Background: an optimization exercise with open tools, aiming at small area, a short achievable clock period and few clock cycles per item. Do not read the settings as production practice.
RTL that was checked went through simulation tests only; none was proved equivalent to the original.
Power is estimated from default activity; no workload was simulated.

// guide_offtarget_hamming_scan_unit
module guide_offtarget_hamming_scan_unit
#(
    parameter int HIT_MM_MAX  = 4,
    parameter int COUNT_WIDTH = 16
) (
    input  logic                 i_clk,
    input  logic                 i_rst_n,
    input  logic                 push,
    output logic                 full,
    input  logic [WORD_W-1:0]    i_entry_word,
    input  logic                 i_last_entry,
    output logic                 empty,
    input  logic                 pop,
    output logic                 o_kind,
    output logic [ID_W-1:0]      o_entry_id,
    output logic [MM_W-1:0]      o_mismatches,
    output logic [ID_W-1:0]      o_bin_count,
    output logic                 o_list_complete,
    output logic                 o_last,
    input  logic                 i_cfg_valid,
    output logic                 o_cfg_ready,
    input  logic [CFG_IDX_W-1:0] i_cfg_index,
    input  logic [WORD_W-1:0]    i_cfg_data
);
    localparam int CW    = COUNT_WIDTH;
    localparam int NB    = HIT_MM_MAX + 1;    
    localparam int DEPTH = 4;                 
    logic [WORD_W-1:0] r_query;
    logic [LEN_W-1:0]  r_len;
    logic [LIST_W-1:0] r_limit;
    logic [61:0]       r_rc;         
    logic              r_rdy;        
    logic [LEN_W-1:0]  r_k;          
    logic              r_qf;         
    logic [1:0]        w_qpair;
    logic w_wr_q, w_wr_len, w_wr_lim, w_rebuild, w_rc_step;
    assign w_wr_q    = i_cfg_valid && r_rdy && (i_cfg_index == 2'd0);
    assign w_wr_len  = i_cfg_valid && r_rdy && (i_cfg_index == 2'd1);
    assign w_wr_lim  = i_cfg_valid && r_rdy && (i_cfg_index == 2'd2);
    assign w_rebuild = w_wr_q || w_wr_len;
    assign w_rc_step = !r_rdy && (r_k != r_len);
    assign o_cfg_ready = r_rdy;
    always_ff @(posedge i_clk) begin
        if (!i_rst_n) begin
  ...
export LEC_CHECK = 0
export ABC_AREA = 1
export CAP_MARGIN = 20
export CORE_MARGIN = 2
export CORE_UTILIZATION = 45
export CTS_CLUSTER_DIAMETER = 60
export CTS_CLUSTER_SIZE = 25
export SETUP_SLACK_MARGIN = 3.75
export SLEW_MARGIN = 20
create_clock -name core_clock -period 6.0 [get_ports {i_clk}]
standard.sh (not shown) runs the stock make flow with config.mk's settings and CLKGATE_MAP_FILE= SYNTH_SCRIPT=/design/flow/synth_recipe.tcl, a recipe that flattens the netlist after the stock synthesis.
==> flow/flow/run.sh <==
#!/bin/bash
# The standard layout (standard.sh, unchanged synthesis and steps); the only
# difference is that the port buffers are built from buf_1 cells instead of the
# resizer's default pick, clkdlybuf4s50_1. Every port still gets its buffer and
# repair_timing still resizes them where timing needs it.
set -uo pipefail
bash standard.sh BUFFER_PORTS_ARGS="-buffer_cell sky130_fd_sc_hd__buf_1" finish > standard.log 2>&1
rc=$?
# per-step tool logs of the run, kept with the grade
cp -r orfs/logs/sky130hd/guide_offtarget_hamming_scan_unit/base tool_logs 2>/dev/null
exit $rc
Testbench counts at the start, summed over its fixed seeds: cycles 12,608, entries 12,477.
Then changed:
Settings changed: CORE_UTILIZATION 45 to 30, CTS_CLUSTER_DIAMETER 60 to unset, CTS_CLUSTER_SIZE 25 to unset.
Outcome: The changed run finished with timing, DRC and antenna clean. Sequential share of layout area shrinks by 0.72 points. Non-clock buffer count grows by 5. Die area grows by 49%. Final cell count grows by 8.1%.
Then changed:
Settings changed: CTS_CLUSTER_DIAMETER set to 60, CTS_CLUSTER_SIZE set to 25.
Clock-buffer cell count shrinks by 31.
Hold slack barely changes.
Fmax went down by 0.95%.
Wire length falls by 3.0%.
Register-to-register slack is about the same.
Worst setup slack got worse by 22 ps.
Clock power falls by 20%.
Global-route usage falls by 0.27 points.
Die area stays the same.
Then changed:
Settings changed: CTS_CLUSTER_DIAMETER 60 to unset, CTS_CLUSTER_SIZE 25 to unset, SETUP_SLACK_MARGIN 3.75 to 3.95.
The changed run finished with timing, DRC and antenna clean.
Clock skew fell by 9.9 ps.
Total power rose by a quarter to a third.
Wire length rose by about a fifth.
Utilization rose by 6.9 points.
Then changed:
Settings changed: CORE_UTILIZATION 30 to 40, SETUP_SLACK_MARGIN 3.95 to 3.72.
The changed run ran to the end with no violations.
Setup slack improves by 29 ps.
Global-route usage rises by 3.7 points.
Critical path depth went down by 11.
Area after synthesis does not change.
Power fell by 16%.
Non-clock buffer count is lower by 126.
Then changed:
Settings changed: CORE_UTILIZATION 40 to 35, CTS_CLUSTER_DIAMETER set to 60, CTS_CLUSTER_SIZE set to 25, SETUP_SLACK_MARGIN 3.72 to 3.75.
Setup slack improved by 28 ps.
Register-to-register slack improved by 120 ps.
Non-clock buffer count decreases by 18.
Fmax increases slightly.
Design area decreases slightly.
Sequential power stays flat.

---

## the previous run
Another version of the RTL of guide_offtarget_hamming_scan_unit (not shown whole).
For scale: about 2100 cells after synthesis, about 210 I/O pins, roughly 0.019 mm2 of cells after synthesis.
## guide_offtarget_hamming_scan_unit
module guide_offtarget_hamming_scan_unit
#(
    parameter int HIT_MM_MAX  = 4,
    parameter int COUNT_WIDTH = 16
) (
    input  logic                 i_clk,
    input  logic                 i_rst_n,
    input  logic                 push,
    output logic                 full,
    input  logic [WORD_W-1:0]    i_entry_word,
    input  logic                 i_last_entry,
    output logic                 empty,
    input  logic                 pop,
    output logic                 o_kind,
    output logic [ID_W-1:0]      o_entry_id,
    output logic [MM_W-1:0]      o_mismatches,
    output logic [ID_W-1:0]      o_bin_count,
    output logic                 o_list_complete,
    output logic                 o_last,
    input  logic                 i_cfg_valid,
    output logic                 o_cfg_ready,
    input  logic [CFG_IDX_W-1:0] i_cfg_index,
    input  logic [WORD_W-1:0]    i_cfg_data
);
Settings: LEC_CHECK=0, CAP_MARGIN=20, CORE_MARGIN=2, CORE_UTILIZATION=30, SETUP_SLACK_MARGIN=3.5, SLEW_MARGIN=20; clock period 6.0 ns.
run.sh (not shown) runs the stock make flow with config.mk's settings and CLKGATE_MAP_FILE= SYNTH_SCRIPT=/design/flow/synth_recipe.tcl, a recipe that flattens the netlist after the stock synthesis.
Stock flow here: none of the scripts above is used.
Relative to the previous run, the following input files were edited for the current run:
- an added ABC_AREA of 1
==> run summary <==
- Summary of the current run over the previous run: post-route cell area fell about 1.2%, register-to-register slack rose 0.50 ns.
- Number of cell instances on the worst register-to-register path (the current run over the previous run): decrease, 2
- Sort the previous run and the current run by delay contributed by the slowest stage of the critical path, descending, and the previous run comes first.
- Compared with the previous run, in the current run share of synthesized flip-flops with an asynchronous set or reset stayed essentially flat; total number of vias now larger; non-clock buffer count went down by about 23%.
No run of this note included a check of the RTL's function; only the layout flow was run.

==> separate check: timing with driven ports <==
In the flow no input, the clock included, has a driving cell. The finished layouts below were timed again as built, in two steps. Step 1 sets driving cells, clkbuf_16 on the clock port and buf_2 on the other inputs (assumed; they add their load-dependent delay and slew). Step 2 moves the port delays by t, midway between the first and last clock arrival at a register: inputs arrive t later, outputs are due t later. That takes back most of the time a late clock gives input paths. Three values: ideal, step 1, step 2; two values: the first two.
run | t (ns) | setup slack, ns | worst register clock-pin slew, ns | worst slew at a driven data input, ns | cell pins on the clock port's net
the first run of note 1 | 0.609 | 3.721 / 3.669 / 3.220 | 0.08 / 0.08 | 0.14 | 1
the second run of note 1 | 0.637 | 3.703 / 3.640 / 3.203 | 0.07 / 0.07 | 0.17 | 1
the third run of note 1 | 0.661 | 3.681 / 3.618 / 3.198 | 0.10 / 0.10 | 0.16 | 1
the fourth run of note 1 | 0.644 | 3.649 / 3.635 / 3.022 | 0.06 / 0.06 | 0.16 | 1
the fifth run of note 1 | 0.633 | 3.678 / 3.624 / 3.103 | 0.06 / 0.06 | 0.12 | 1
the sixth run of note 1 | 0.625 | 3.706 / 3.647 / 3.182 | 0.08 / 0.08 | 0.14 | 1
the previous run | 0.643 | 2.974 / 2.997 / 2.354 | 0.06 / 0.06 | 0.15 | 1
the current run | 0.629 | 3.385 / 3.415 / 2.786 | 0.06 / 0.06 | 0.13 | 1
After both steps setup and hold are still met in every run listed. The setup slack of the fourth run of note 1, which loses most, moves by -0.014 ns with the drivers and by -0.627 ns with both steps.
